This is an optimization exercise on Yosys and OpenROAD, whose aim is small area, a short achievable clock period and few clock cycles, not a production implementation.
RTL that was checked went through simulation tests only; none was proved equivalent to the original.
Function not checked in runs 3 and 4: the RTL went through the layout flow alone.

`flow/config.mk`:
```
export PLATFORM = sky130hd
export DESIGN_NAME = alu_muldiv
export DESIGN_NICKNAME = alu_muldiv
export VERILOG_FILES = /design/flow/design.v
export SDC_FILE = /design/flow/constraint.sdc
export NUM_CORES = 4
export LEC_CHECK = 0
export CAP_MARGIN = 20
export CORE_MARGIN = 2
export CORE_UTILIZATION = 40
export PLACE_DENSITY = 0.72
export SLEW_MARGIN = 20
```
`flow/constraint.sdc`:
```
create_clock -name core_clock -period 12.0 [get_ports {clk}]
set_input_delay 2.4000 -clock core_clock [delete_from_list [all_inputs] [get_ports {clk}]]
set_output_delay 2.4000 -clock core_clock [all_outputs]
set_load 0.01 [all_outputs]
```
`flow/design.v`:
```
package alu_pkg;
  localparam int unsigned OP_W = 5;
  typedef enum logic [OP_W-1:0] {
    ALU_ADD    = 5'b00000,
    ALU_SUB    = 5'b00001,
    ALU_AND    = 5'b00010,
    ALU_OR     = 5'b00011,
    ALU_XOR    = 5'b00100,
    ALU_SLT    = 5'b00101,
    ALU_SLTU   = 5'b00110,
    ALU_SLL    = 5'b00111,
    ALU_SRL    = 5'b01000,
    ALU_SRA    = 5'b01011,
    ALU_LUI    = 5'b01111,
    ALU_MUL    = 5'b10000,
    ALU_MULH   = 5'b10001,
    ALU_MULHSU = 5'b10010,
    ALU_MULHU  = 5'b10011,
    ALU_DIV    = 5'b10100,
    ALU_DIVU   = 5'b10101,
    ALU_REM    = 5'b10110,
    ALU_REMU   = 5'b10111
  } alu_op_e;
  typedef enum logic [1:0] {
    IDLE = 2'd0,
    MUL  = 2'd1,
    DIV  = 2'd2
  } alu_state_e;
  function automatic logic is_mext(input logic [OP_W-1:0] op);
    is_mext = op[4:3] == 2'b10;
  endfunction
  function automatic logic is_div(input logic [OP_W-1:0] op);
    is_div = op[4:2] == 3'b101;
  endfunction
endpackage
module div_unit #(
  parameter int unsigned LEN = 32
) (
  input  logic [LEN-1:0]         x,
  output logic [$clog2(LEN):0]   lz
);
  localparam int unsigned LW = $clog2(LEN);
  logic [LEN-1:0] v [LW+1];
  logic [LW-1:0]  c [LW+1][LEN];
  always_comb begin
    for (int i = 0; i < LEN; i++) begin
      v[0][i] = x[i];
      c[0][i] = '0;
    end
    for (int l = 1; l <= LW; l++) begin
      for (int i = 0; i < (LEN >> l); i++) begin
        v[l][i] = v[l-1][2*i+1] | v[l-1][2*i];
        c[l][i] = '0;
        for (int k = 0; k < l - 1; k++)
          c[l][i][k] = v[l-1][2*i+1] ? c[l-1][2*i+1][k] : c[l-1][2*i][k];
        c[l][i][l-1] = ~v[l-1][2*i+1];
      end
      for (int i = (LEN >> l); i < LEN; i++) begin
        v[l][i] = 1'b0;
        c[l][i] = '0;
      end
    end
    lz = v[LW][0] ? {1'b0, c[LW][0]} : ($clog2(LEN)+1)'(LEN);
  end
endmodule
module alu_muldiv #(
  parameter int unsigned LEN = 32
) (
  input  logic            clk,
  input  logic            rst_n,
  input  logic            flush,
  input  logic            req_valid,
  output logic            req_ready,
  input  logic [alu_pkg::OP_W-1:0] alu_ctrl,
  input  logic [LEN-1:0]  aluop1,
  input  logic [LEN-1:0]  aluop2,
  output logic            resp_valid,
  output logic [LEN-1:0]  aluout,
  output logic            zero
);
  localparam int unsigned SHAMT_W = $clog2(LEN);
  localparam int unsigned K       = 12;            
  localparam int unsigned ND      = K / 2;         
  localparam int unsigned NSTEP   = 3;
  localparam int unsigned W       = LEN + 17;      
  localparam int unsigned DW      = LEN + 2;       
  localparam int unsigned CW      = SHAMT_W + 1;
  logic                     v_q;         
  logic [alu_pkg::OP_W-1:0] op_q;
  logic [LEN-1:0]           a_q, b_q;    
  logic                     sub_q;
  logic                     mag_ok;      
  logic                     busy_q;      
  logic m_f1, m_f2, m_dit, m_post;    
  logic m_mul;
  logic [CW-1:0]            cnt;
  logic                     mo_div, mo_rem, mo_lo, mo_e0, mo_e1;
  logic                     e0_q, e1_q;  
  logic [W-1:0]             acc_s, acc_c;
  logic [LEN-1:0]           pq;          
  logic [5:0]               e_one, e_two, e_neg;   
  logic [1:0]               cout_q;      
  logic                     nlast_q;     
  logic                     asg_q;       
  logic                     asx_q;       
  logic                     magc_q;      
  logic                     bsg_q;       
  logic                     q_neg, r_neg;
  logic [SHAMT_W:0]         lza_q, lzb_q;    
  logic                     bz_q;            
  logic                     h_v;
  logic                     res_v;
  logic [LEN-1:0]           res;
  logic                     r_v, nrdy_q;
  logic [alu_pkg::OP_W-1:0] r_ctrl;
  logic [LEN-1:0]           r_a, r_b;
  logic accept_c, move_c, r_v_n;
  assign accept_c = req_valid & ~nrdy_q & ~flush;
  assign move_c   = r_v & ~busy_q;
  logic mext_q, div_q, mul_q;
  assign mext_q = op_q[4:3] == 2'b10;
  assign div_q  = mext_q & op_q[2];
  assign mul_q  = mext_q & ~op_q[2];
  logic in_sub_c, in_sll_c, in_mul_c, in_div_c, in_bsg_c, in_e0_c, in_e1_c;
  logic in_sa_c, in_sb_c, e0a_c, e1a_c, e0b_c, e1b_c, in_swap_c;
  logic [LEN-1:0] in_mb_c;
  logic [LEN-1:0] in_a_c;
  always_comb begin
    in_sub_c = (r_ctrl == 5'b00001) || (r_ctrl == 5'b00101) || (r_ctrl == 5'b00110);
    in_sll_c = r_ctrl == 5'b00111;
    in_mul_c = r_ctrl[4:2] == 3'b100;
    in_div_c = r_ctrl[4:2] == 3'b101;
    in_sa_c  = r_ctrl[1:0] != 2'b11;
    in_sb_c  = ~r_ctrl[1];
    e0a_c = &{in_sa_c & r_a[LEN-1], r_a[LEN-1:K-1]} | ~|{in_sa_c & r_a[LEN-1], r_a[LEN-1:K-1]};
    e1a_c = &{in_sa_c & r_a[LEN-1], r_a[LEN-1:2*K-1]} | ~|{in_sa_c & r_a[LEN-1], r_a[LEN-1:2*K-1]};
    e0b_c = &{in_sb_c & r_b[LEN-1], r_b[LEN-1:K-1]} | ~|{in_sb_c & r_b[LEN-1], r_b[LEN-1:K-1]};
    e1b_c = &{in_sb_c & r_b[LEN-1], r_b[LEN-1:2*K-1]} | ~|{in_sb_c & r_b[LEN-1], r_b[LEN-1:2*K-1]};
    in_swap_c = in_mul_c & ((e0a_c & ~e0b_c) | (e1a_c & ~e1b_c));
    in_mb_c   = in_swap_c ? r_a : r_b;
    in_bsg_c  = in_swap_c ? (in_sa_c & r_a[LEN-1]) : (in_sb_c & r_b[LEN-1]);
    in_e0_c   = in_swap_c ? e0a_c : e0b_c;
    in_e1_c   = in_swap_c ? e1a_c : e1b_c;
    for (int i = 0; i < LEN; i++) in_a_c[i] = in_sll_c ? r_a[LEN-1-i] : in_swap_c ? r_b[i] : r_a[i];
  end
  logic m_free, ex, mag_cyc, ex_base, ex_mul, ex_div, mlast, dlast;
  always_comb begin
    m_mul   = m_f1 | m_f2;
    m_free  = ~m_mul & ~m_dit;
    ex      = v_q & m_free & (~div_q | mag_ok);
    mag_cyc = magc_q;
    ex_base = ex & ~mext_q;
    ex_mul  = ex & mul_q;
    ex_div  = ex & div_q;
    mlast   = (ex_mul & e0_q) | (m_f1 & e1_q) | m_f2;
    dlast   = m_dit & (cnt[CW-1:1] == '0);
  end
  logic [LEN+1:0]  sum_c;
  logic            lt_c, ltu_c, b31_c;
  logic [LEN-1:0]  sh_out_c, sll_c;
  logic [LEN-1:0]  base_c;
  always_comb begin
    sum_c = {1'b0, a_q, 1'b1} + {1'b0, b_q, sub_q};
    b31_c = b_q[LEN-1] ^ sub_q;
    ltu_c = ~sum_c[LEN+1];
    lt_c  = (a_q[LEN-1] ^ b31_c) ? a_q[LEN-1] : sum_c[LEN];
    sh_out_c = LEN'($signed({op_q[3] & op_q[0] & a_q[LEN-1], a_q}) >>> b_q[SHAMT_W-1:0]);
    for (int i = 0; i < LEN; i++) sll_c[i] = sh_out_c[LEN-1-i];
    case (op_q)
      5'b00000, 5'b00001: base_c = sum_c[LEN:1];
      5'b00010: base_c = a_q & b_q;
      5'b00011: base_c = a_q | b_q;
      5'b00100: base_c = a_q ^ b_q;
      5'b00101: base_c = LEN'(lt_c);
      5'b00110: base_c = LEN'(ltu_c);
      5'b00111: base_c = sll_c;
      5'b01000, 5'b01011: base_c = sh_out_c;
      5'b01111: base_c = b_q;
      default:  base_c = '0;
    endcase
  end
  function automatic logic [W-1:0] csa_s(input logic [W-1:0] x, y, z);
    csa_s = x ^ y ^ z;
  endfunction
  function automatic logic [W-1:0] csa_c(input logic [W-1:0] x, y, z);
    csa_c = ((x & y) | (x & z) | (y & z)) << 1;
  endfunction
  function automatic logic [17:0] booth_enc(input logic [K-1:0] b, input logic lo);
    logic [5:0] one, two, neg;
    for (int j = 0; j < ND; j++) begin
      logic h, m, l;
      h = b[2*j+1];
      m = b[2*j];
      l = (j == 0) ? lo : b[2*j-1];
      one[j] = m ^ l;
      two[j] = h ? (~m & ~l) : (m & l);
      neg[j] = h;
    end
    booth_enc = {neg, two, one};
  endfunction
  logic [LEN+1:0]    ma_c;
  logic [K-1:0]      nb_c;
  logic [17:0]       in_enc_c, nx_enc_c;
  logic [W-1:0]      row_c [ND];
  logic [ND-1:0]     neg_c;
  logic [W-1:0]      sin_c, cin_c;
  logic [W-1:0]      sa1, ca1, sa2, ca2, sb1, cb1, sb2, cb2, sc1, cc1, s4, c4;
  logic [K+1:0]      chunk_c;
  always_comb begin
    in_enc_c = in_swap_c ? booth_enc(r_a[K-1:0], 1'b0) : booth_enc(r_b[K-1:0], 1'b0);
    nb_c = b_q[2*K-1:K];
    if (m_f1) nb_c[K-1:LEN-2*K] = {(3*K-LEN){bsg_q}};
    nx_enc_c = booth_enc(nb_c, b_q[K-1]);
    ma_c  = {{2{asx_q}}, a_q};
    sin_c = m_mul ? W'($signed(acc_s) >>> K) : '0;
    cin_c = m_mul ? W'($signed(acc_c) >>> K) : '0;
    for (int j = 0; j < ND; j++) begin
      logic [LEN+1:0] m;
      m = ({(LEN+2){e_one[j]}} & ma_c) | ({(LEN+2){e_two[j]}} & {ma_c[LEN:0], 1'b0});
      m = m ^ {(LEN+2){e_neg[j]}};
      neg_c[j] = e_neg[j];
      row_c[j] = W'({{(W-LEN-2){m[LEN+1]}}, m} << (2*j));
    end
    for (int j = 0; j < ND - 1; j++) row_c[j+1][2*j] = neg_c[j];
    sa1 = csa_s(row_c[0], row_c[1], row_c[2]);
    ca1 = csa_c(row_c[0], row_c[1], row_c[2]);
    sa2 = csa_s(row_c[3], row_c[4], row_c[5]);
    ca2 = csa_c(row_c[3], row_c[4], row_c[5]);
    sb1 = csa_s(sa1, ca1, sa2);
    cb1 = csa_c(sa1, ca1, sa2);
    sb2 = csa_s(ca2, sin_c, cin_c);
    cb2 = csa_c(ca2, sin_c, cin_c);
    sc1 = csa_s(sb1, cb1, sb2);
    cc1 = csa_c(sb1, cb1, sb2);
    s4  = csa_s(sc1, cc1, cb2);
    c4  = csa_c(sc1, cc1, cb2);
    chunk_c = (K+2)'(acc_s[K-1:0]) + (K+2)'(acc_c[K-1:0]) + (K+2)'({nlast_q, 10'b0}) + (K+2)'(cout_q);
  end
  logic               mg_sgn_c, mg_an_c, mg_bn_c;
  logic [LEN-1:0]     mg_a_c, mg_b_c, amag_c, bmag_c;
  logic [CW-1:0]      lza_c, lzb_c;
  logic [CW:0]        dsh_c;
  logic               dfast_c;
  logic [DW+1:0]      xa_c, xb_c, xc_c, xs_c, xk_c;
  logic [DW+2:0]      xt_c;
  logic               last1_c, g3_c, g2_c, g1_c;
  logic [1:0]         qd_c;
  logic [DW-1:0]      rn_c;
  always_comb begin
    mg_sgn_c  = mag_cyc ? ~op_q[0] : ~r_ctrl[0];
    mg_a_c    = mag_cyc ? a_q : r_a;
    mg_b_c    = mag_cyc ? b_q : r_b;
    mg_an_c   = mg_sgn_c & mg_a_c[LEN-1];
    mg_bn_c   = mg_sgn_c & mg_b_c[LEN-1];
    amag_c    = mg_an_c ? -mg_a_c : mg_a_c;
    bmag_c    = mg_bn_c ? -mg_b_c : mg_b_c;
    dsh_c     = {1'b0, lzb_q} - {1'b0, lza_q};
    dfast_c   = bz_q | dsh_c[CW];
    xa_c      = {2'b0, acc_s[DW-1:0]} - {3'b0, acc_c[DW-1:1]};
    xb_c      = {2'b0, acc_s[DW-1:0]} - {2'b0, acc_c[DW-1:0]};
    xs_c      = {2'b0, acc_s[DW-1:0]} ^ ~{2'b0, acc_c[DW-1:0]} ^ ~{3'b0, acc_c[DW-1:1]};
    xk_c      = (({2'b0, acc_s[DW-1:0]} & ~{2'b0, acc_c[DW-1:0]}) |
                 ({2'b0, acc_s[DW-1:0]} & ~{3'b0, acc_c[DW-1:1]}) |
                 (~{2'b0, acc_c[DW-1:0]} & ~{3'b0, acc_c[DW-1:1]})) << 1;
    xt_c      = {xs_c, 1'b1} + {xk_c[DW+1:1], 1'b1, 1'b1};
    xc_c      = xt_c[DW+2:1];
    last1_c   = cnt == '0;
    g3_c      = ~last1_c & ~xc_c[DW+1];
    g2_c      = ~xb_c[DW+1] & (last1_c | xc_c[DW+1]);
    g1_c      = ~last1_c & ~xa_c[DW+1] & xb_c[DW+1];
    qd_c      = last1_c ? {1'b0, g2_c} : {g3_c | g2_c, g3_c | g1_c};
    rn_c      = ({DW{g3_c}} & xc_c[DW-1:0]) | ({DW{g2_c}} & xb_c[DW-1:0]) |
                ({DW{g1_c}} & xa_c[DW-1:0]) | ({DW{~(g3_c | g2_c | g1_c)}} & acc_s[DW-1:0]);
  end
  div_unit #(.LEN(LEN)) u_lza (.x(mg_a_c ^ {LEN{mg_an_c}}), .lz(lza_c));
  div_unit #(.LEN(LEN)) u_lzb (.x(mg_b_c ^ {LEN{mg_bn_c}}), .lz(lzb_c));
  logic [LEN-1:0] dx_c, post_c;
  logic [W-1:0]   tot_c, ext_c;
  always_comb begin
    ext_c = '0;
    ext_c[10]  = nlast_q;
    ext_c[1:0] = cout_q;
    tot_c  = acc_s + acc_c + ext_c;
    dx_c   = mo_rem ? acc_s[LEN-1:0] : pq;
    if (mo_div) post_c = (mo_rem ? r_neg : q_neg) ? -dx_c : dx_c;
    else if (mo_e0) post_c = mo_lo ? tot_c[LEN-1:0] : {{(2*LEN-W){tot_c[W-1]}}, tot_c[W-1:LEN]};
    else if (mo_e1) post_c = mo_lo ? {tot_c[LEN-K-1:0], pq[LEN-1:LEN-K]} : {{(2*LEN+K-W){tot_c[W-1]}}, tot_c[W-1:LEN-K]};
    else post_c = mo_lo ? {tot_c[7:0], pq[LEN-1:8]} : tot_c[LEN+7:8];
  end
  logic           r1_c, r2_c;
  logic [LEN-1:0] r2val_c, out_c;
  always_comb begin
    r1_c    = m_post;
    r2_c    = ex_base | (ex_div & dfast_c);
    r2val_c = mext_q ? (op_q[1] ? a_q : {LEN{bz_q}}) : base_c;
    out_c = h_v ? pq : r1_c ? post_c : r2val_c;
  end
  logic v_n, mag_ok_n, m_mul_n, m_dit_n, m_free_n, mul_n, div_n, ex_n, hold_n, acc_busy_n, e0_n;
  logic [CW-1:0] cnt_n;
  always_comb begin
    v_n      = move_c | (v_q & ~ex);
    mul_n    = move_c ? in_mul_c : mul_q;
    div_n    = move_c ? in_div_c : div_q;
    e0_n     = move_c ? in_e0_c : e0_q;
    m_mul_n  = (ex_mul & ~e0_q) | (m_f1 & ~e1_q);
    m_dit_n  = (ex_div & ~dfast_c) | (m_dit & ~dlast);
    acc_busy_n = m_mul_n | m_dit_n | mlast | dlast;
    mag_ok_n = move_c ? ~acc_busy_n : (mag_ok | mag_cyc);
    r_v_n    = accept_c | (r_v & ~move_c);
    m_free_n = ~m_mul_n & ~m_dit_n;
    ex_n     = v_n & m_free_n & (~div_n | mag_ok_n);
    hold_n   = (ex_mul & ~e0_q & ~e1_q) | (ex_n & mul_n & ~e0_n);
  end
  always_ff @(posedge clk or negedge rst_n) begin
    if (!rst_n) begin
      m_f1       <= 1'b0;
      m_f2       <= 1'b0;
      m_dit      <= 1'b0;
      m_post     <= 1'b0;
      req_ready  <= 1'b1;
      nrdy_q     <= 1'b0;
      r_v        <= 1'b0;
      busy_q     <= 1'b0;
      resp_valid <= 1'b0;
      res_v      <= 1'b0;
      v_q        <= 1'b0;
      mag_ok     <= 1'b0;
      h_v        <= 1'b0;
      magc_q     <= 1'b0;
      cnt        <= '0;
    end else begin
      res_v      <= (h_v | r1_c | r2_c) & ~flush;
      resp_valid <= res_v & ~flush;
      h_v        <= ((h_v & r2_c) | (r1_c & r2_c)) & ~flush;
      if (flush) begin
        m_f1      <= 1'b0;
        m_f2      <= 1'b0;
        m_dit     <= 1'b0;
        m_post    <= 1'b0;
        v_q       <= 1'b0;
        mag_ok    <= 1'b0;
        magc_q    <= 1'b0;
        req_ready <= 1'b1;
        nrdy_q    <= 1'b0;
        r_v       <= 1'b0;
        busy_q    <= 1'b0;
      end else begin
        v_q       <= v_n;
        magc_q    <= v_n & m_free_n & div_n & ~mag_ok_n;
        mag_ok    <= mag_ok_n;
        m_f1      <= ex_mul & ~e0_q;
        m_f2      <= m_f1 & ~e1_q;
        m_dit     <= m_dit_n;
        m_post    <= mlast | dlast;
        r_v       <= r_v_n;
        req_ready <= ~r_v_n | ~(hold_n | (v_n & ~ex_n));
        nrdy_q    <= r_v_n & (hold_n | (v_n & ~ex_n));
        busy_q    <= hold_n | (v_n & ~ex_n);
        if (ex_div) cnt <= dsh_c[CW-1:0];
        else if (m_dit) cnt <= cnt - CW'(2);
      end
    end
  end
  always_ff @(posedge clk) begin
    if (!nrdy_q) begin
      r_ctrl <= alu_ctrl;
      r_a    <= aluop1;
      r_b    <= aluop2;
    end
    if (!busy_q) begin
      op_q  <= r_ctrl;
      a_q   <= in_a_c;
      b_q   <= in_sub_c ? ~r_b : in_mb_c;
      sub_q <= in_sub_c;
      bsg_q <= in_bsg_c;
      asg_q <= in_swap_c ? in_sb_c : in_sa_c;
      asx_q <= in_swap_c ? (in_sb_c & r_b[LEN-1]) : (in_sa_c & r_a[LEN-1]);
      e0_q  <= in_e0_c;
      e1_q  <= in_e1_c;
      {e_neg, e_two, e_one} <= in_enc_c;
    end else if (ex_mul || m_mul) begin
      b_q   <= {{K{1'b0}}, b_q[LEN-1:K]};
      {e_neg, e_two, e_one} <= nx_enc_c;
    end
    res    <= out_c;
    aluout <= res;
    zero   <= res == '0;
    if (ex && mext_q) begin
      mo_div <= div_q;
      mo_rem <= op_q[1];
      mo_lo  <= op_q[1:0] == 2'b00;
      mo_e0  <= e0_q;
      mo_e1  <= e1_q;
    end
    if (m_dit) begin
      acc_s <= W'(rn_c);
      acc_c <= W'(acc_c[DW-1:0] >> 2);
      pq    <= (cnt == '0) ? {pq[LEN-2:0], qd_c[0]} : {pq[LEN-3:0], qd_c};
    end else if (ex_mul || m_mul) begin
      acc_s   <= s4;
      acc_c   <= c4;
      pq      <= {chunk_c[K-1:0], pq[LEN-1:K]};
      nlast_q <= neg_c[ND-1];
      cout_q  <= m_mul ? chunk_c[K+1:K] : 2'b00;
    end else begin
      if (ex_div && !dfast_c) begin
        acc_c <= W'(acc_c[DW-1:0] << dsh_c[CW-1:0]);
        pq    <= '0;
      end else if (mag_cyc || (move_c && !acc_busy_n)) begin
        acc_s <= W'(amag_c);
        acc_c <= W'(bmag_c);
        q_neg <= mg_an_c ^ mg_bn_c;
        r_neg <= mg_an_c;
        lza_q <= lza_c - CW'(mg_an_c);
        lzb_q <= lzb_c;
        bz_q  <= lzb_c[CW-1] & ~mg_bn_c;
      end
      if (r2_c && (r1_c || h_v)) pq <= r2val_c;
    end
  end
endmodule
```
`flow/flow/run.sh`:
```
#!/bin/bash
# Own flow: the standard layout (standard.sh: unchanged synthesis, floorplan, placement, CTS,
# routing) with the same SDC and clock period. Two settings differ from the defaults:
#  - timing repair is asked to leave a larger setup margin, so the resizer keeps working on paths
#    shorter than the clock period;
#  - every input and output port still gets its own buffer, but a plain buf_4 rather than the
#    delay-style buffer the resizer picks by default.
# ORFS writes each step's full log under orfs/logs/; make's own output goes to standard.log.
set -euo pipefail
export SETUP_SLACK_MARGIN=7.5
export BUFFER_PORTS_ARGS="-buffer_cell sky130_fd_sc_hd__buf_4"
bash standard.sh > standard.log 2>&1
```
`flow/standard.sh`:
```
#!/bin/bash
# synth_recipe.tcl (not shown) runs the flow's synth.tcl, then flattens the netlist and writes it again
# the make line also repeats each setting of config.mk as NAME=value (left out here)
make -C /OpenROAD-flow-scripts/flow DESIGN_CONFIG=/design/flow/config.mk WORK_HOME=/design/flow/orfs CLKGATE_MAP_FILE= SYNTH_SCRIPT=/design/flow/synth_recipe.tcl "${@:-finish}"
```
==> results of run 1 <==
through the flow:
stage          setup slack (ns)
4_1_cts                    7.30
2_1_floorplan              7.86
3_5_place_dp               6.41
3_3_place_gp               6.46
6_report                   7.47
5_1_grt                    7.39
flip-flops by register name, summed over array words and instances, names as in the netlist, 32 cells and up:
signal / count
acc_c: 49
aluout: 32
acc_s: 46
r_b: 32
r_a: 32
a_q: 32
b_q: 32
res: 32
pq: 32
cell families after synthesis:
group	synth area share, %
adders and majority gates	18.2
muxes	8.73
xor gates and xnor gates	7.43
AOI/OAI and AO/OA	24.4
and+or+nand+nor	13.4
buffers and inverters	6.94
DFF	20.9
how the worst max path moves through the flow:
stage	startpoint	end	cells after the start
after global placement	acc_s[1]	acc_s[16]	16
after detailed placement	acc_c[1]	acc_s[16]	17
after floorplan	lzb_q[0]	acc_s[0]	15
after CTS	acc_c[21]	acc_s[16]	13
final	r_a[5]	acc_s[27]	10
after global routing	acc_s[0]	acc_s[16]	15
repair_timing:
| item | 4_1_cts | 5_1_grt |
|---|---|---|
| pin swaps | 12 | 14 |
| buffers inserted | 37 | 80 |
| gates cloned | 2 | 1 |
| endpoints found under the setup margin | 200 | 189 |
| gates resized for setup | 76 | 114 |
routing by layer:
layer	part of all wire, %	vias to the layer above
li1	-	22300
met1	37	25600
met2	41	4067
met3	13	881
met4	8.4	10
met5	0.051	-
placed cells by master, fill, tap and decap left out, drive strengths merged, types with 77 or more instances in the layout:
cell type    n
nand2      479
a21oi      478
inv        456
nor2       452
buf        368
o21ai      349
ha         320
edfxtp     282
fa         273
mux2i      267
xnor2      257
a22oi      226
xor2       184
nor3       138
nand3       99
a211oi      95
a21o        94
dfxtp       94
a31oi       77
cell type report:
| type | count | area share, % |
|---|---|---|
| multi-input combinational | 4817 | 66.3 |
| sequential | 396 | 18.8 |
| timing repair buffer | 368 | 5.09 |
| tap | 1742 | 3.77 |
| inverter | 460 | 3.08 |
| clock buffer | 62 | 2.27 |
| clock inverter | 30 | 0.677 |
| antenna | 6 | 0.0260 |
| timing repair inverter | 1 | 0.00865 |
critical path: cells and delay by family, from the launching register on:
kind,cells,cell delay (ns)
compound gates,4,1.32
simple gates,5,2.12
xor+xnor,1,0.14
flops,1,0.62
==> flow_metrics.tcl, run 1 <==
set metrics [dict create \
    postSynth.asyncResetShare_pct 5.05 \
    cts.clk_slew.worst_paths_ns 0.08 \
    portBuffers 107 \
    finish.cell_count_without_fillers 7882 \
    rr_endpoint "acc_s[27]" \
    starting_density_pct 40.2 \
    synth.lib_cells_used.distinct 110 \
    syn_avg_cell_area_sq_um 8.47 \
    multi_input_comb_area_sq_um 38300 \
    antenna_found_initial 12 \
    critical_path_required_ns 12.41 \
    postCtsHoldBufs 0 \
    drt_pre_antenna_iters 10 \
    grt_first_pass_wirelength_microns 366000 \
    drt-total-wl_microns 261000 \
    final_hold_viol_count 0 \
    regArea_sq_um 10900 \
    timing.critical_path.arrival_ns 4.94 \
    detailedRoute.firstIterationViolations 8848 \
    yosysTopAreaCell "edfxtp_1" \
    start_kind "register" \
    layout.filler_cells 12700 \
    hold_class "reg2reg" \
    slew_headroom_pct 16.2 \
    route.detailed.vias_per_inst 6.71 \
    drcViolationCount 0 \
    place_inst 7664 \
    final_design_instance_area_without_fill_sq_um 57800 \
    ctsLongestPathBuffers 3 \
    critPathSlowestCell "a211oi_1" \
    use_met1_pct 48.8 \
    design.die.area_sq_um 133000 \
    fp.dieW_microns 365 \
    fin_worst_hold_slack_ns 0.371 \
    grt_start_max_net_pins 76 \
    gr-usage-all-layers_pct 38.1 \
    netlist_top_cells_area "edfxtp_1, fa_1, ha_1, mux2i_1, a21oi_1" \
    clock-root-buffer "clkbuf_16" \
    placement.cell_area_sq_um 54400 \
    fraction_of_met3_tracks_used_by_global_routing_pct 12.1 \
    setup-tns-final_ns 0 \
    min_from "res[20]" \
    synth-main-ff-cell "edfxtp_1" \
    worstHoldPathCells 0 \
    final_layout_size_suffix_gt1_share_pct 12.6 \
    worst_clock_skew_ns 0.0660 \
    gr-total-overflow 0 \
    cts-buffers-inserted 49 \
    achievable-frequency_mhz 221 \
    post-route-period-util_pct 37.7 \
    critical_path.max_fanout 8 \
    post_drt_wl_per_cell_microns 33.2 \
    synth.net_count 6810 \
    routed_via_count 52900 \
    hold-path-endpoint "aluout[20]" \
    grt_pass1_vias 49100 \
    postSynthCellCount 6144 \
    grt_setup_unrepaired "yes" \
    placeableCoreArea_sq_um 129000 \
    most_frequently_used_cell_type_in_the_post_synthesis_netlist "nand2_1" \
    gp_congestion 1.09 \
    synth_enable_flop_cells 282 \
    critPathCaptureType "register" \
    setup.reg_to_reg.worst_slack_ns 7.47 \
    top_level_ports 108 \
    tritoncts "yes" \
    outcome "timing/DRC/antenna clean" \
    use_met2_pct 55.1 \
    htree_num_levels 2 \
    ff2ff_path_depth 10 \
    setup_viol_count_final 0 \
    timing_worst_slew_pin_value_ns 1.25 \
    critical_path.max_stage_delay_ns 0.69 \
    chipHeight_microns 365 \
    r2r-start "r_a[5]" \
    detailed_placement_wirelength_estimate_microns 202000 \
    max-cap-violations 0 \
    area_delta_synth_final_pct 11.2 \
    num-nets-final 6759 \
    crit_chain "nor3_1 > a31oi_1 > or3_4 > or4_4 > or2_4 > o31ai_4 > xnor2_1 > nor2_1 > a211oi_1 > a21oi_2" \
    antenna_left 0 \
    cts_sinks 396 \
    netlist_top_cells_count "nand2_1, a21oi_1, inv_1" \
    worstSetupPathType "reg2reg" \
    ys_seq_elements 396 \
    final.min_clock_period_ns 4.53 \
    yosys_warnings 5 \
    fin_util_pct 44.7 \
    grt_busiest_layer "met2" \
    worst_skew_pair.late_latency_ns 0.71 \
    netlist_area_sq_um 52000 \
    row_count 132 \
    timing_max_transition_violations_final 0 \
    synth_largest_type_area_fraction_pct 16.3 \
    synth.yosys.seq_area_share_pct 20.9 \
]
Testbench counts, summed over its fixed seeds: cycles 26,121.
==> run 2, diff against run 1 <==
--- a/flow/config.mk
+++ b/flow/config.mk
@@ -8,5 +8,4 @@
 export CAP_MARGIN = 20
 export CORE_MARGIN = 2
 export CORE_UTILIZATION = 40
-export PLACE_DENSITY = 0.72
 export SLEW_MARGIN = 20
==> flow_metrics.tcl, run 2 <==
set metrics [dict create \
    postSynthCellCount 6144 \
    synth.lib_cells_used.distinct 110 \
    gr-total-overflow 0 \
    final_hold_viol_count 0 \
    final.min_clock_period_ns 4.64 \
    netlist_top_cells_area "edfxtp_1, fa_1, ha_1, mux2i_1, a21oi_1" \
    crit_chain "buf_4 > a22oi_1 > xor2_1 > fa_1 > fa_1 > fa_1 > inv_1 > fa_1 > a211oi_1 > a21oi_1" \
    crit_path_from "e_two[3]" \
    placeableCoreArea_sq_um 129000 \
    tritoncts "yes" \
    finish.cell_count_without_fillers 7895 \
    area_delta_synth_final_pct 11.6 \
    synth_compound_area_share_pct 24.4 \
    cts.clk_slew.worst_paths_ns 0.07 \
    post_drt_wl_per_cell_microns 33.6 \
    critical_path.max_stage_delay_ns 1.05 \
    worstSetupPathType "reg2reg" \
    layout.filler_cells 12700 \
    yosysTopAreaCell "edfxtp_1" \
    drcViolationCount 0 \
    final_design_instance_area_without_fill_sq_um 58100 \
    routed_via_count 53500 \
    row_count 132 \
    num-nets-final 6772 \
    r2r-start "e_two[3]" \
    antenna_found_initial 15 \
    critPathSlowestCell "a211oi_1" \
    mostFrequentLayoutCell "nand2_1" \
    gp_congestion 1.10 \
    cts_sinks 396 \
    synthMuxAreaShare_pct 8.73 \
    worst_clock_skew_ns 0.0855 \
    timing_worst_slew_pin_value_ns 1.33 \
    route.detailed.vias_per_inst 6.77 \
    design.die.area_sq_um 133000 \
    place_ws_ns 6.88 \
    most_frequent_cells_in_the_layout "nand2_1, a21oi_1, nor2_1" \
    portBuffers 107 \
    critical_path.most_common_cell "fa_1" \
    multi_input_comb_area_sq_um 38400 \
    yosys_warnings 5 \
    main_combinational_cell_family_by_area_after_synthesis "compound AO/OA/AOI/OAI gates" \
    synth_xor_area_share_pct 7.43 \
    worstHoldPathCells 0 \
    setup.worst_path.end "acc_s[12]" \
    largest_reg_flops 49 \
    rr_endpoint "acc_s[12]" \
    worst_skew_pair.late_latency_ns 0.71 \
    top_level_ports 108 \
    critPathCaptureType "register" \
    synth.net_count 6810 \
    ctsLongestPathBuffers 3 \
    fp.dieW_microns 365 \
    setup.reg_to_reg.worst_slack_ns 7.36 \
    drt_pre_antenna_iters 10 \
    worst-path-buf-inv 2 \
    most_frequently_used_cell_type_in_the_post_synthesis_netlist "nand2_1" \
    gr-usage-all-layers_pct 38.6 \
    achievable-frequency_mhz 215 \
    synth_enable_flop_cells 282 \
    synth-adder-area-share_pct 18.2 \
    outcome "timing/DRC/antenna clean" \
    ff2ff_path_depth 10 \
    netlist_top_cells_count "nand2_1, a21oi_1, inv_1" \
    grt_pass1_vias 48800 \
    setup_viol_count_final 0 \
    grt_setup_unrepaired "yes" \
    placement.cell_area_sq_um 54500 \
    synth_largest_type_area_fraction_pct 16.3 \
    syn_avg_cell_area_sq_um 8.47 \
    biggestRegsByFlops "acc_c x49, acc_s x46" \
    setup-tns-final_ns 0 \
    critical_path_required_ns 12.36 \
    place_inst 7676 \
    antenna_left 0 \
    regArea_sq_um 10900 \
    synth.yosys.seq_area_share_pct 20.9 \
    synth-main-ff-cell "edfxtp_1" \
    worst_case_setup_margin_in_the_final_layout_ns 7.36 \
    hold_class "reg2reg" \
    grt_start_max_net_pins 85 \
    htree_num_levels 2 \
    detailedRoute.firstIterationViolations 9045 \
    postCtsHoldBufs 0 \
    yosys.area_share.simple_pct 13.4 \
    slew_headroom_pct 10.6 \
    clock-root-buffer "clkbuf_16" \
    netlist_area_sq_um 52000 \
    timing.critical_path.arrival_ns 5.01 \
    postSynth.asyncResetShare_pct 5.05 \
    start_kind "register" \
    timing_max_transition_violations_final 0 \
    registers.top_by_ff_count "acc_c" \
    critical_path.max_fanout 33 \
    cts-buffers-inserted 51 \
    drt-total-wl_microns 266000 \
    logic_depth_of_the_worst_setup_path_including_buffers 10 \
    detailed_placement_wirelength_estimate_microns 201000 \
    final_layout_size_suffix_gt1_share_pct 12.8 \
    chipHeight_microns 365 \
    ys_seq_elements 396 \
    starting_density_pct 40.2 \
    post-route-period-util_pct 38.7 \
    crit_family "adder cells" \
    max-cap-violations 0 \
    grt_first_pass_wirelength_microns 371000 \
]
run 2: layout make-up:
class	instances	share of cell area (%)
Clock inverter	31	0.500
Multi-Input combinational cell	4817	66.2
Timing Repair inverter	1	0.00862
Clock buffer	65	2.47
Antenna cell	4	0.0172
Timing Repair Buffer	379	5.31
Sequential cell	396	18.7
Inverter	460	3.05
Tap cell	1742	3.75
run 2: worst reg2reg max path, cell delays in order, from the launching register on:
cell and delay, ns:
edfxtp_1 0.33, buf_4 0.45, a22oi_1 0.21, xor2_1 0.18, fa_1 0.47, fa_1 0.53, fa_1 0.46, inv_1 0.12
fa_1 0.43, a211oi_1 1.05, a21oi_1 0.06
run 2: kinds of logic after synthesis:
family | Yosys count
and+or+nand+nor | 1507
DFF | 396
adders and majority gates | 593
AOI/OAI and AO/OA | 1898
xor gates and xnor gates | 441
muxes | 377
buffers and inverters | 932
run 2: how the worst min path moves through the flow:
stage / startpoint / to / slack [ns]
CTS: res[11] / aluout[11] / 0.36
detailed placement: res[3] / aluout[3] / 0.35
global route: res[3] / aluout[3] / 0.37
floorplan: res[16] / aluout[16] / 0.33
global placement: res[2] / aluout[2] / 0.34
finish: res[11] / aluout[11] / 0.36
run 2: stage by stage:
step / hold WS, ns / utilization (%)
floorplan: 0.331 / -
global placement: 0.339 / 42.1
detailed placement: 0.349 / 42.1
CTS: 0.363 / 43.9
global route: 0.372 / 44.9
finish: 0.360 / 44.9
run 2: metal layers:
layer / global-route usage, % / share of wire (%) / up-vias / wire (microns)
met3: 12.3 / 14 / 851 / 37600
li1: - / - / 22300 / -
met1: 52.1 / 39 / 26000 / 103000
met2: 53.7 / 40 / 4243 / 105000
met4: 22.6 / 7.6 / 16 / 20200
met5: 0 / 0.042 / - / 112
run 2: timing repair:
action,CTS,global route
gates cloned,2,2
buffers inserted,32,83
hold endpoints to repair,0,0
endpoints found under the setup margin,162,144
pin swaps,10,18
resized for setup,71,139
==> run 3, diff against run 2 <==
--- a/flow/design.v
+++ b/flow/design.v
@@ -104,6 +104,8 @@
   logic                     asg_q;       
   logic                     asx_q;       
   logic                     magc_q;      
+  logic                     smul_q;      
+  logic                     sexd_q;      
   logic                     bsg_q;       
   logic                     q_neg, r_neg;
   logic [SHAMT_W:0]         lza_q, lzb_q;    
@@ -299,12 +301,12 @@
   logic [CW-1:0] cnt_n;
   always_comb begin
     v_n      = move_c | (v_q & ~ex);
+    acc_busy_n = smul_q | m_dit | (sexd_q & ~dfast_c);
     mul_n    = move_c ? in_mul_c : mul_q;
     div_n    = move_c ? in_div_c : div_q;
     e0_n     = move_c ? in_e0_c : e0_q;
     m_mul_n  = (ex_mul & ~e0_q) | (m_f1 & ~e1_q);
     m_dit_n  = (ex_div & ~dfast_c) | (m_dit & ~dlast);
-    acc_busy_n = m_mul_n | m_dit_n | mlast | dlast;
     mag_ok_n = move_c ? ~acc_busy_n : (mag_ok | mag_cyc);
     r_v_n    = accept_c | (r_v & ~move_c);
     m_free_n = ~m_mul_n & ~m_dit_n;
@@ -327,6 +329,8 @@
       mag_ok     <= 1'b0;
       h_v        <= 1'b0;
       magc_q     <= 1'b0;
+      smul_q     <= 1'b0;
+      sexd_q     <= 1'b0;
       cnt        <= '0;
     end else begin
       res_v      <= (h_v | r1_c | r2_c) & ~flush;
@@ -340,6 +344,8 @@
         v_q       <= 1'b0;
         mag_ok    <= 1'b0;
         magc_q    <= 1'b0;
+        smul_q    <= 1'b0;
+        sexd_q    <= 1'b0;
         req_ready <= 1'b1;
         nrdy_q    <= 1'b0;
         r_v       <= 1'b0;
@@ -347,6 +353,8 @@
       end else begin
         v_q       <= v_n;
         magc_q    <= v_n & m_free_n & div_n & ~mag_ok_n;
+        smul_q    <= (ex_n & mul_n) | m_mul_n;
+        sexd_q    <= ex_n & div_n;
         mag_ok    <= mag_ok_n;
         m_f1      <= ex_mul & ~e0_q;
         m_f2      <= m_f1 & ~e1_q;
@@ -396,14 +404,14 @@
       acc_s <= W'(rn_c);
       acc_c <= W'(acc_c[DW-1:0] >> 2);
       pq    <= (cnt == '0) ? {pq[LEN-2:0], qd_c[0]} : {pq[LEN-3:0], qd_c};
-    end else if (ex_mul || m_mul) begin
+    end else if (smul_q) begin
       acc_s   <= s4;
       acc_c   <= c4;
       pq      <= {chunk_c[K-1:0], pq[LEN-1:K]};
       nlast_q <= neg_c[ND-1];
       cout_q  <= m_mul ? chunk_c[K+1:K] : 2'b00;
     end else begin
-      if (ex_div && !dfast_c) begin
+      if (sexd_q && !dfast_c) begin
         acc_c <= W'(acc_c[DW-1:0] << dsh_c[CW-1:0]);
         pq    <= '0;
       end else if (mag_cyc || (move_c && !acc_busy_n)) begin
--- a/flow/config.mk
+++ b/flow/config.mk
@@ -8,4 +8,5 @@
 export CAP_MARGIN = 20
 export CORE_MARGIN = 2
 export CORE_UTILIZATION = 40
+export PLACE_DENSITY = 0.72
 export SLEW_MARGIN = 20
==> flow_metrics.tcl, run 3 <==
set metrics [dict create \
    achievable-frequency_mhz 214 \
    largest_reg_flops 49 \
    setup.reg_to_reg.worst_slack_ns 7.32 \
    detailedRoute.firstIterationViolations 8420 \
    netlist_top_cells_count "nand2_1, inv_1, a21oi_1" \
    cts_sinks 398 \
    rr_endpoint "e_one[1]" \
    finish.cell_count_without_fillers 7917 \
    layout.filler_cells 12800 \
    antenna_found_initial 6 \
    yosys_warnings 5 \
    most_frequently_used_cell_type_in_the_post_synthesis_netlist "nand2_1" \
    most_frequent_cells_in_the_layout "nand2_1, inv_1, a21oi_1" \
    outcome "timing/DRC/antenna clean" \
    timing_worst_slew_pin_value_ns 1.31 \
    synth_largest_type_area_fraction_pct 16.0 \
    route.detailed.vias_per_inst 6.69 \
    hold_class "reg2reg" \
    placeableCoreArea_sq_um 131000 \
    crit_chain "nor4_1 > nand3_1 > o21ai_0 > a22oi_1 > nor2_4 > clkbuf_8 > mux2i_1 > o21ai_0" \
    max-cap-violations 0 \
    logic_depth_of_the_worst_setup_path_including_buffers 8 \
    registers.top_by_ff_count "acc_c" \
    grt_setup_unrepaired "yes" \
    drt_pre_antenna_iters 10 \
    met1_wire_length_microns 98400 \
    setup_viol_count_final 0 \
    worst_clock_skew_ns 0.0591 \
    gr-usage-all-layers_pct 36.9 \
    multi_input_comb_area_sq_um 38700 \
    drt-total-wl_microns 259000 \
    regArea_sq_um 10900 \
    timing_max_transition_violations_final 0 \
    grt_first_pass_wirelength_microns 365000 \
    mostFrequentLayoutCell "nand2_1" \
    grt_start_max_net_pins 83 \
    slew_headroom_pct 11.6 \
    worst_skew_pair.late_latency_ns 0.70 \
    syn_avg_cell_area_sq_um 8.57 \
    top_level_ports 108 \
    crit_path_from "r_a[11]" \
    ys_seq_elements 398 \
    cts.clk_slew.worst_paths_ns 0.06 \
    timing.critical_path.arrival_ns 5.01 \
    clock-root-buffer "clkbuf_16" \
    portBuffers 107 \
    place_inst 7715 \
    tritoncts "yes" \
    yosysTopAreaCell "edfxtp_1" \
    postCtsHoldBufs 0 \
    num-nets-final 6782 \
    crit_family "compound AO/OA/AOI/OAI gates" \
    critical_path.max_stage_delay_ns 1.02 \
    critical_path.max_fanout 82 \
    top_layer_used "met5" \
    gr-total-overflow 0 \
    final_hold_viol_count 0 \
    gp_congestion 1.16 \
    critPathCaptureType "register" \
    routed_via_count 52900 \
    synth.net_count 6831 \
    synth.lib_cells_used.distinct 123 \
    met2RoutedLength_microns 107000 \
    htree_num_levels 2 \
    detailed_placement_wirelength_estimate_microns 199000 \
    critical_path.most_common_cell "o21ai_0" \
    fp.dieW_microns 367 \
    ff2ff_path_depth 8 \
    final.min_clock_period_ns 4.68 \
    postSynthCellCount 6165 \
    grt_pass1_vias 49200 \
    critPathSlowestCell "o21ai_0" \
    r2r-start "r_a[11]" \
    post_drt_wl_per_cell_microns 32.7 \
    netlist_top_cells_area "edfxtp_1, fa_1, ha_1, mux2i_1, a21oi_1" \
    start_kind "register" \
    biggestRegsByFlops "acc_c x49, acc_s x46" \
    row_count 133 \
    design.die.area_sq_um 135000 \
    synth-main-ff-cell "edfxtp_1" \
    worstSetupPathType "reg2reg" \
    final_layout_size_suffix_gt1_share_pct 12.9 \
    chipHeight_microns 367 \
    postSynth.asyncResetShare_pct 5.53 \
    setup-tns-final_ns 0 \
    setup.worst_path.end "e_one[1]" \
    worst-path-buf-inv 1 \
    synth.yosys.seq_area_share_pct 20.6 \
    wl_met3_microns 32800 \
    post-route-period-util_pct 39.0 \
    antenna_left 0 \
    cts-buffers-inserted 51 \
    critical_path_required_ns 12.34 \
    netlist_area_sq_um 52800 \
    drcViolationCount 0 \
    starting_density_pct 40.2 \
    area_delta_synth_final_pct 10.5 \
    ctsLongestPathBuffers 3 \
    synth_enable_flop_cells 282 \
]
==> run 3: cell count changes after synthesis, sizes merged, moves of 24 or more <==
cell    before  now
a21oi      478  454
a22oi      226  250
buf         98  134
clkbuf     374  333
nand2      479  547
o21ai      349  306
==> run 3: per-layer routing <==
metal	vias to the layer above	track usage [%]
li1	22400	-
met1	25800	48.3
met2	3985	53.9
met3	725	10.0
met4	4	23.0
met5	-	0
==> run 3: cell families (layout without fill, tap and decap cells) <==
| group | after synthesis | after routing | synth area share [%] |
|---|---|---|---|
| other | 0 | 3 | 0 |
| buffers and inverters | 930 | 924 | 7.15 |
| and+or+nand+nor | 1527 | 1527 | 13.4 |
| adders and majority gates | 593 | 593 | 17.9 |
| muxes | 390 | 390 | 9.20 |
| xor gates and xnor gates | 435 | 435 | 7.21 |
| DFF | 398 | 398 | 20.6 |
| AOI/OAI and AO/OA | 1892 | 1892 | 24.4 |
==> run 3: cell type report <==
| type | instances | share of cell area (%) |
|---|---|---|
| clock buffer | 58 | 2.41 |
| multi-input combinational | 4837 | 66.3 |
| antenna | 3 | 0.0129 |
| sequential | 398 | 18.7 |
| inverter | 463 | 3.01 |
| clock inverter | 38 | 0.759 |
| timing repair buffer | 365 | 5.01 |
| tap | 1755 | 3.76 |
==> run 3: what timing repair did <==
item / CTS / global route
pin swaps: 5 / 12
resized for setup: 42 / 81
setup endpoints to repair: 87 / 135
gates cloned: 1 / 0
setup buffers: 26 / 75
==> run 3: worst min-delay path by stage <==
stage	slack (ns)	end	from	depth (start not counted)
2_1_floorplan	0.33	aluout[16]	res[16]	0
3_3_place_gp	0.34	aluout[4]	res[4]	0
3_5_place_dp	0.34	aluout[3]	res[3]	0
4_1_cts	0.35	aluout[3]	res[3]	0
5_1_grt	0.36	aluout[19]	res[19]	0
6_report	0.35	aluout[3]	res[3]	0
==> run 3: metrics by stage <==
step	utilization [%]	worst slack [ns]	hold slack, ns	instance area, sq um
finish	44.5	7.32	0.355	58400
global route	44.5	7.43	0.362	58400
CTS	43.7	7.38	0.350	57400
detailed placement	42.0	6.93	0.339	55100
global placement	42.0	7.00	0.340	55100
floorplan	-	7.85	0.331	52800
==> run 4, diff against run 3 <==
--- a/flow/flow/run.sh
+++ b/flow/flow/run.sh
@@ -7,6 +7,6 @@
 #    delay-style buffer the resizer picks by default.
 # ORFS writes each step's full log under orfs/logs/; make's own output goes to standard.log.
 set -euo pipefail
-export SETUP_SLACK_MARGIN=7.5
+export SETUP_SLACK_MARGIN=8
 export BUFFER_PORTS_ARGS="-buffer_cell sky130_fd_sc_hd__buf_4"
 bash standard.sh > standard.log 2>&1
==> flow_metrics.tcl, run 4 <==
set metrics [dict create \
    outcome "timing/DRC/antenna clean" \
    top_level_ports 108 \
    setup.reg_to_reg.worst_slack_ns 7.58 \
    layout.filler_cells 12300 \
    postSynthCellCount 6165 \
    starting_density_pct 40.2 \
    biggestRegsByFlops "acc_c x49, acc_s x46" \
    fp.dieW_microns 367 \
    synth_enable_flop_cells 282 \
    max-cap-violations 0 \
    detailed_placement_wirelength_estimate_microns 192000 \
    regArea_sq_um 10900 \
    slew_headroom_pct 19.1 \
    routed_via_count 54500 \
    r2r-start "acc_c[15]" \
    clock-root-buffer "clkbuf_16" \
    cts-buffers-inserted 53 \
    route.detailed.vias_per_inst 6.74 \
    netlist_top_cells_area "edfxtp_1, fa_1, ha_1, mux2i_1, a21oi_1" \
    synth.yosys.seq_area_share_pct 20.6 \
    drt-total-wl_microns 265000 \
    post-route-period-util_pct 36.8 \
    num-nets-final 6959 \
    drcViolationCount 0 \
    post_drt_wl_per_cell_microns 32.7 \
    synth.lib_cells_used.distinct 123 \
    crit_chain "clkinvlp_4 > buf_4 > ha_4 > clkinvlp_4 > ha_4 > buf_4 > a21oi_4 > o21ai_2 > o21ba_2 > a211oi_4 > o21ai_4 > o21ai_4 > mux2i_1 > a2111oi_2 > o21ai_0 > a222oi_1" \
    timing.critical_path.arrival_ns 4.92 \
    yosysTopAreaCell "edfxtp_1" \
    synth.net_count 6831 \
    postSynth.asyncResetShare_pct 5.53 \
    worst_case_setup_margin_in_the_final_layout_ns 7.58 \
    worst_skew_pair.late_latency_ns 0.70 \
    rr_endpoint "res[8]" \
    place_inst 7700 \
    critPathSlowestCell "a222oi_1" \
    cts_sinks 398 \
    synth_largest_type_area_fraction_pct 16.0 \
    worst_clock_skew_ns 0.0503 \
    chipHeight_microns 367 \
    portBuffers 107 \
    registers.top_by_ff_count "acc_c" \
    finish.cell_count_without_fillers 8096 \
    gr-total-overflow 0 \
    final.min_clock_period_ns 4.42 \
    timing_max_transition_violations_final 0 \
    ff2ff_path_depth 16 \
    ys_seq_elements 398 \
    ctsLongestPathBuffers 3 \
    final_hold_viol_count 0 \
    place_ws_ns 6.85 \
    fin_worst_hold_slack_ns 0.351 \
    mostFrequentLayoutCell "nand2_1" \
    design.die.area_sq_um 135000 \
    htree_num_levels 2 \
    worstHoldPathCells 0 \
    setup_viol_count_final 0 \
    antenna_found_initial 18 \
    cts.clk_slew.worst_paths_ns 0.07 \
    tritoncts "yes" \
    syn_avg_cell_area_sq_um 8.57 \
    netlist_area_sq_um 52800 \
    antenna_left 0 \
    most_frequent_cells_in_the_layout "nand2_1, buf_4, nor2_1" \
    multi_input_comb_area_sq_um 40800 \
    largest_reg_flops 49 \
    min_from "res[19]" \
    critical_path.max_fanout 4 \
    row_count 133 \
    netlist_top_cells_count "nand2_1, inv_1, a21oi_1" \
    critical_path_required_ns 12.50 \
    postCtsHoldBufs 0 \
    hold-path-endpoint "aluout[19]" \
    gr-usage-all-layers_pct 37.2 \
    grt_first_pass_wirelength_microns 368000 \
    drt_pre_antenna_iters 13 \
    grt_pass1_vias 50200 \
    hold_class "reg2reg" \
    placement.cell_area_sq_um 55000 \
    grt_setup_unrepaired "yes" \
    most_frequently_used_cell_type_in_the_post_synthesis_netlist "nand2_1" \
    worstSetupPathType "reg2reg" \
    setup-tns-final_ns 0 \
    critical_path.max_stage_delay_ns 0.80 \
    gp_congestion 1.10 \
    placeableCoreArea_sq_um 131000 \
    start_kind "register" \
    grt_start_max_net_pins 86 \
    area_delta_synth_final_pct 18.4 \
    synth-main-ff-cell "edfxtp_1" \
    yosys_warnings 5 \
    final_layout_size_suffix_gt1_share_pct 20.3 \
    fin_util_pct 47.6 \
    final_design_instance_area_without_fill_sq_um 62500 \
    achievable-frequency_mhz 226 \
    timing_worst_slew_pin_value_ns 1.21 \
    detailedRoute.firstIterationViolations 9027 \
    critPathCaptureType "register" \
]
==> run 4: cell count changes in the layout (fill, tap and decap cells not counted), moves of 27 or more <==
cell     before  now
buf_4       341  431
a22oi_2       0   55
inv_1       441  411
buf_6        12   39
ha_1        311  268
ha_4          0   32
a22oi_1     250  195
==> run 4: worst max-delay path by stage <==
stage | depth (start not counted) | slack, ns | to | startpoint
4_1_cts | 14 | 7.86 | res[8] | acc_c[15]
6_report | 16 | 7.58 | res[8] | acc_c[15]
3_3_place_gp | 11 | 6.84 | acc_s[24] | acc_s[13]
2_1_floorplan | 15 | 8.00 | acc_s[12] | e_one[1]
5_1_grt | 16 | 7.58 | acc_s[20] | acc_c[15]
3_5_place_dp | 11 | 6.85 | acc_s[24] | acc_s[13]
==> run 4: what timing repair did <==
action                     4_1_cts  5_1_grt
gates resized for setup        329      334
buffers inserted               192       85
pin swaps                       64      157
setup endpoints to repair      267      194
cloned                           7        9
==> run 4: critical path, delay by kind of cell (launching register included) <==
kind                       cells  cell delay (ns)
AOI/OAI and AO/OA              9             2.17
buffers and inverters          4             0.69
adders and majority gates      2             0.61
muxes                          1             0.15
DFF                            1             0.57
==> run 4: cells by family after synthesis <==
family,count (synthesis),synth area share (%)
AO/OA/AOI/OAI,1892,24.4
AND/OR/NAND/NOR,1527,13.4
buffers and inverters,930,7.15
adder cells (fa/ha/maj),593,17.9
XOR/XNOR,435,7.21
flip-flops,398,20.6
multiplexers,390,9.20
==> run 4: layout make-up <==
type | count | share of cell area [%]
Antenna cell | 6 | 0.0240
Clock buffer | 67 | 2.40
Clock inverter | 30 | 0.488
Inverter | 463 | 2.91
Multi-Input combinational cell | 4840 | 65.3
Sequential cell | 398 | 17.5
Tap cell | 1755 | 3.51
Timing Repair Buffer | 536 | 7.94
Timing Repair inverter | 1 | 0.0140
==> run 4: routing by layer <==
layer	vias to the layer above	GRT usage, %	routed length (microns)
met5	-	0.641	186
met4	12	25.0	23000
met3	956	11.2	37500
met2	4550	52.6	107000
met1	26300	48.6	96800
li1	22700	-	-
==> run 5, diff against run 4 <==
--- a/flow/design.v
+++ b/flow/design.v
@@ -89,7 +89,6 @@
   logic [alu_pkg::OP_W-1:0] op_q;
   logic [LEN-1:0]           a_q, b_q;    
   logic                     sub_q;
-  logic                     mag_ok;      
   logic                     busy_q;      
   logic m_f1, m_f2, m_dit, m_post;    
   logic m_mul;
@@ -103,7 +102,6 @@
   logic                     nlast_q;     
   logic                     asg_q;       
   logic                     asx_q;       
-  logic                     magc_q;      
   logic                     smul_q;      
   logic                     sexd_q;      
   logic                     bsg_q;       
@@ -118,7 +116,9 @@
   logic [LEN-1:0]           r_a, r_b;
   logic accept_c, move_c, r_v_n;
   assign accept_c = req_valid & ~nrdy_q & ~flush;
-  assign move_c   = r_v & ~busy_q;
+  logic r_div_c, acc_busy_n;
+  assign r_div_c  = r_ctrl[4:2] == 3'b101;
+  assign move_c   = r_v & ~busy_q & ~(r_div_c & acc_busy_n);
   logic mext_q, div_q, mul_q;
   assign mext_q = op_q[4:3] == 2'b10;
   assign div_q  = mext_q & op_q[2];
@@ -145,12 +145,11 @@
     in_e1_c   = in_swap_c ? e1a_c : e1b_c;
     for (int i = 0; i < LEN; i++) in_a_c[i] = in_sll_c ? r_a[LEN-1-i] : in_swap_c ? r_b[i] : r_a[i];
   end
-  logic m_free, ex, mag_cyc, ex_base, ex_mul, ex_div, mlast, dlast;
+  logic m_free, ex, ex_base, ex_mul, ex_div, mlast, dlast;
   always_comb begin
     m_mul   = m_f1 | m_f2;
     m_free  = ~m_mul & ~m_dit;
-    ex      = v_q & m_free & (~div_q | mag_ok);
-    mag_cyc = magc_q;
+    ex      = v_q & m_free;
     ex_base = ex & ~mext_q;
     ex_mul  = ex & mul_q;
     ex_div  = ex & div_q;
@@ -249,9 +248,9 @@
   logic [1:0]         qd_c;
   logic [DW-1:0]      rn_c;
   always_comb begin
-    mg_sgn_c  = mag_cyc ? ~op_q[0] : ~r_ctrl[0];
-    mg_a_c    = mag_cyc ? a_q : r_a;
-    mg_b_c    = mag_cyc ? b_q : r_b;
+    mg_sgn_c  = ~r_ctrl[0];
+    mg_a_c    = r_a;
+    mg_b_c    = r_b;
     mg_an_c   = mg_sgn_c & mg_a_c[LEN-1];
     mg_bn_c   = mg_sgn_c & mg_b_c[LEN-1];
     amag_c    = mg_an_c ? -mg_a_c : mg_a_c;
@@ -297,7 +296,7 @@
     r2val_c = mext_q ? (op_q[1] ? a_q : {LEN{bz_q}}) : base_c;
     out_c = h_v ? pq : r1_c ? post_c : r2val_c;
   end
-  logic v_n, mag_ok_n, m_mul_n, m_dit_n, m_free_n, mul_n, div_n, ex_n, hold_n, acc_busy_n, e0_n;
+  logic v_n, m_mul_n, m_dit_n, m_free_n, mul_n, div_n, ex_n, hold_n, e0_n, busy_n, accb2_n, rdiv_n;
   logic [CW-1:0] cnt_n;
   always_comb begin
     v_n      = move_c | (v_q & ~ex);
@@ -307,11 +306,13 @@
     e0_n     = move_c ? in_e0_c : e0_q;
     m_mul_n  = (ex_mul & ~e0_q) | (m_f1 & ~e1_q);
     m_dit_n  = (ex_div & ~dfast_c) | (m_dit & ~dlast);
-    mag_ok_n = move_c ? ~acc_busy_n : (mag_ok | mag_cyc);
     r_v_n    = accept_c | (r_v & ~move_c);
     m_free_n = ~m_mul_n & ~m_dit_n;
-    ex_n     = v_n & m_free_n & (~div_n | mag_ok_n);
+    ex_n     = v_n & m_free_n;
     hold_n   = (ex_mul & ~e0_q & ~e1_q) | (ex_n & mul_n & ~e0_n);
+    busy_n   = hold_n | (v_n & ~ex_n);
+    accb2_n  = (ex_n & mul_n) | m_mul_n | m_dit_n | (ex_n & div_n);
+    rdiv_n   = accept_c ? (alu_ctrl[4:2] == 3'b101) : r_div_c;
   end
   always_ff @(posedge clk or negedge rst_n) begin
     if (!rst_n) begin
@@ -326,9 +327,7 @@
       resp_valid <= 1'b0;
       res_v      <= 1'b0;
       v_q        <= 1'b0;
-      mag_ok     <= 1'b0;
       h_v        <= 1'b0;
-      magc_q     <= 1'b0;
       smul_q     <= 1'b0;
       sexd_q     <= 1'b0;
       cnt        <= '0;
@@ -342,8 +341,6 @@
         m_dit     <= 1'b0;
         m_post    <= 1'b0;
         v_q       <= 1'b0;
-        mag_ok    <= 1'b0;
-        magc_q    <= 1'b0;
         smul_q    <= 1'b0;
         sexd_q    <= 1'b0;
         req_ready <= 1'b1;
@@ -352,18 +349,16 @@
         busy_q    <= 1'b0;
       end else begin
         v_q       <= v_n;
-        magc_q    <= v_n & m_free_n & div_n & ~mag_ok_n;
         smul_q    <= (ex_n & mul_n) | m_mul_n;
         sexd_q    <= ex_n & div_n;
-        mag_ok    <= mag_ok_n;
         m_f1      <= ex_mul & ~e0_q;
         m_f2      <= m_f1 & ~e1_q;
         m_dit     <= m_dit_n;
         m_post    <= mlast | dlast;
         r_v       <= r_v_n;
-        req_ready <= ~r_v_n | ~(hold_n | (v_n & ~ex_n));
-        nrdy_q    <= r_v_n & (hold_n | (v_n & ~ex_n));
-        busy_q    <= hold_n | (v_n & ~ex_n);
+        req_ready <= ~r_v_n | ~(busy_n | (rdiv_n & accb2_n));
+        nrdy_q    <= r_v_n & (busy_n | (rdiv_n & accb2_n));
+        busy_q    <= busy_n;
         if (ex_div) cnt <= dsh_c[CW-1:0];
         else if (m_dit) cnt <= cnt - CW'(2);
       end
@@ -414,7 +409,7 @@
       if (sexd_q && !dfast_c) begin
         acc_c <= W'(acc_c[DW-1:0] << dsh_c[CW-1:0]);
         pq    <= '0;
-      end else if (mag_cyc || (move_c && !acc_busy_n)) begin
+      end else if (move_c && !acc_busy_n) begin
         acc_s <= W'(amag_c);
         acc_c <= W'(bmag_c);
         q_neg <= mg_an_c ^ mg_bn_c;
--- a/flow/flow/run.sh
+++ b/flow/flow/run.sh
@@ -7,6 +7,6 @@
 #    delay-style buffer the resizer picks by default.
 # ORFS writes each step's full log under orfs/logs/; make's own output goes to standard.log.
 set -euo pipefail
-export SETUP_SLACK_MARGIN=8
+export SETUP_SLACK_MARGIN=7
 export BUFFER_PORTS_ARGS="-buffer_cell sky130_fd_sc_hd__buf_4"
 bash standard.sh > standard.log 2>&1
==> flow_metrics.tcl, run 5 <==
set metrics [dict create \
    outcome "timing/DRC/antenna clean" \
    critical_path_required_ns 12.47 \
    fp.dieW_microns 362 \
    top_level_ports 108 \
    most_frequently_used_cell_type_in_the_post_synthesis_netlist "nand2_1" \
    cts-buffers-inserted 51 \
    start_kind "register" \
    critPathSlowestCell "edfxtp_1" \
    critPathCaptureType "register" \
    postSynthCellCount 6105 \
    timing_worst_slew_pin_value_ns 1.29 \
    yosysTopAreaCell "edfxtp_1" \
    placement.cell_area_sq_um 53300 \
    place_ws_ns 6.64 \
    worst-path-buf-inv 1 \
    largest_reg_flops 49 \
    synth.net_count 6773 \
    grt_first_pass_wirelength_microns 348000 \
    postCtsHoldBufs 0 \
    setup_viol_count_final 0 \
    chipHeight_microns 362 \
    yosys_warnings 5 \
    detailed_placement_wirelength_estimate_microns 187000 \
    syn_avg_cell_area_sq_um 8.39 \
    critical_path.max_fanout 68 \
    netlist_area_sq_um 51200 \
    antenna_left 0 \
    r2r-start "mo_rem" \
    drcViolationCount 0 \
    registers.top_by_ff_count "acc_c" \
    detailedRoute.firstIterationViolations 8196 \
    grt_start_max_net_pins 70 \
    slew_headroom_pct 13.9 \
    max-cap-violations 0 \
    fin_util_pct 43.4 \
    route.detailed.vias_per_inst 6.78 \
    cts_sinks 396 \
    synth.lib_cells_used.distinct 105 \
    worst_clock_skew_ns 0.0329 \
    clock-root-buffer "clkbuf_16" \
    final_design_instance_area_without_fill_sq_um 55200 \
    worst_case_setup_margin_in_the_final_layout_ns 6.90 \
    min_from "res[22]" \
    ys_seq_elements 396 \
    mostFrequentLayoutCell "nand2_1" \
    area_delta_synth_final_pct 7.79 \
    drt_pre_antenna_iters 8 \
    worstSetupPathType "reg2reg" \
    routed_via_count 51800 \
    final.min_clock_period_ns 5.10 \
    starting_density_pct 40.2 \
    grt_pass1_vias 49000 \
    portBuffers 107 \
    netlist_top_cells_count "nand2_1, inv_1, a21oi_1" \
    synth_largest_type_area_fraction_pct 16.5 \
    worst_skew_pair.late_latency_ns 0.67 \
    final_hold_viol_count 0 \
    postSynth.asyncResetShare_pct 5.05 \
    post-route-period-util_pct 42.5 \
    gp_congestion 1.11 \
    grt_setup_unrepaired "yes" \
    antenna_found_initial 17 \
    final_layout_size_suffix_gt1_share_pct 9.16 \
    timing.critical_path.arrival_ns 5.57 \
    most_frequent_cells_in_the_layout "nand2_1, inv_1, a21oi_1" \
    cts.clk_slew.worst_paths_ns 0.06 \
    biggestRegsByFlops "acc_c x49, acc_s x46" \
    hold_class "reg2reg" \
    netlist_top_cells_area "edfxtp_1, fa_1, ha_1, xnor2_1, nand2_1" \
    synth_enable_flop_cells 282 \
    timing_max_transition_violations_final 0 \
    design.die.area_sq_um 131000 \
    synth-main-ff-cell "edfxtp_1" \
    critical_path.max_stage_delay_ns 0.89 \
    tritoncts "yes" \
    crit_family "compound AO/OA/AOI/OAI gates" \
    drt-total-wl_microns 244000 \
    layout.filler_cells 12500 \
    post_drt_wl_per_cell_microns 31.9 \
    synth.yosys.seq_area_share_pct 21.2 \
    ctsLongestPathBuffers 3 \
    gr-usage-all-layers_pct 36.1 \
    placeableCoreArea_sq_um 127000 \
    fin_worst_hold_slack_ns 0.354 \
    htree_num_levels 2 \
    crit_path_from "mo_rem" \
    gr-total-overflow 0 \
    achievable-frequency_mhz 196 \
    crit_chain "buf_4 > a21oi_1 > nor4_1 > nor2b_1 > a31oi_1 > xnor2_1 > a221o_1 > a2111oi_0 > a22oi_1" \
    row_count 131 \
    setup-tns-final_ns 0 \
    num-nets-final 6594 \
]
run 5: cell types whose count changed after synthesis, sizes merged, moves of 52 or more:
cell	change
buf	-66
o21ai	+79
nor2	-63
clkbuf	+91
mux2i	-78
nand2	+52
run 5: what timing repair did:
action / CTS / global route
setup endpoints to repair: 28 / 41
hold endpoints to repair: 0 / 0
gates resized for setup: 4 / 11
setup buffers: 5 / 9
run 5: cell families after synthesis:
logic type	after synthesis	synth area share, %
DFF	396	21.2
xor gates and xnor gates	438	7.49
buffers and inverters	954	7.20
muxes	294	7.26
adders and majority gates	595	18.5
AOI/OAI and AO/OA	1889	24.6
and+or+nand+nor	1539	13.7
run 5: cell type report:
class,count,area [sq um],area share [%]
inverters,462,1740,3.14
clock inverters,33,299,0.541
repair buffers,260,1990,3.61
well taps,1662,2080,3.76
multi-input cells,4755,36900,66.8
diodes,6,15.0,0.0272
clock buffers,63,1380,2.51
flip-flops and latches,396,10900,19.7
run 5: per-stage QoR:
stage / instances
floorplan: 6105
global route: 7632
detailed placement: 7520
CTS: 7621
finish: 7637
global placement: 7518
run 5: final timing paths:
kind	slack [ns]	to	cells after the start
max reg2reg	6.90	res[27]	9
min reg2reg	0.35	aluout[22]	0
max	6.90	res[27]	9
min	0.35	aluout[22]	0
min in group asynchronous	1.64	cnt[3]	1
max in group asynchronous	10.06	smul_q	1
run 5: worst register-to-register path: cells and delay by family, from the launching register on:
kind | cells | cell delay, ns
compound gates | 5 | 1.77
xor+xnor | 1 | 0.19
buf+inv | 1 | 0.78
flops | 1 | 0.89
simple gates | 2 | 1.29
run 5: metal layers:
| metal | up-vias | GRT usage (%) | share of wire [%] | wire length, microns |
|---|---|---|---|---|
| li1 | 21800 | - | - | - |
| met1 | 25100 | 46.5 | 37 | 90600 |
| met2 | 3970 | 54.2 | 42 | 103000 |
| met3 | 873 | 9.35 | 13 | 31500 |
| met4 | 22 | 21.5 | 7.3 | 17900 |
| met5 | - | 0 | 0.064 | 155 |
Testbench counts of run 5, summed over its fixed seeds: cycles 26,164.

## port drivers added, routing unchanged
The results above use ideal ports. As a check the final layouts listed here were re-extracted and re-timed, cells and wires unchanged. Step 1 assumes that a clkbuf_16 drives the clock port and a buf_2 every other input. Step 2, shift: input delay + t, output delay - t, t = (earliest + latest rising clock arrival at the registers) / 2. This alone moves slack from input paths to output paths. a / b / c = no drivers / after step 1 / after step 2; a / b = the first two.
run | t (ns) | setup slack, ns | hold slack, ns | latest minus earliest clock arrival (ns) | worst slew at a driven data input, ns
run 1 | 0.756 | 7.472 / 7.472 / 7.472 | 0.371 / 0.371 / 0.371 | 0.070 / 0.070 | 0.08
run 2 | 0.746 | 7.357 / 7.357 / 7.357 | 0.360 / 0.360 / 0.360 | 0.087 / 0.087 | 0.07
run 3 | 0.744 | 7.320 / 7.320 / 7.320 | 0.355 / 0.355 / 0.355 | 0.062 / 0.061 | 0.04
run 4 | 0.752 | 7.584 / 7.584 / 7.584 | 0.351 / 0.351 / 0.351 | 0.051 / 0.051 | 0.05
run 5 | 0.732 | 6.902 / 6.902 / 6.902 | 0.354 / 0.354 / 0.354 | 0.033 / 0.033 | 0.12
After both steps setup and hold are still met in every run listed.
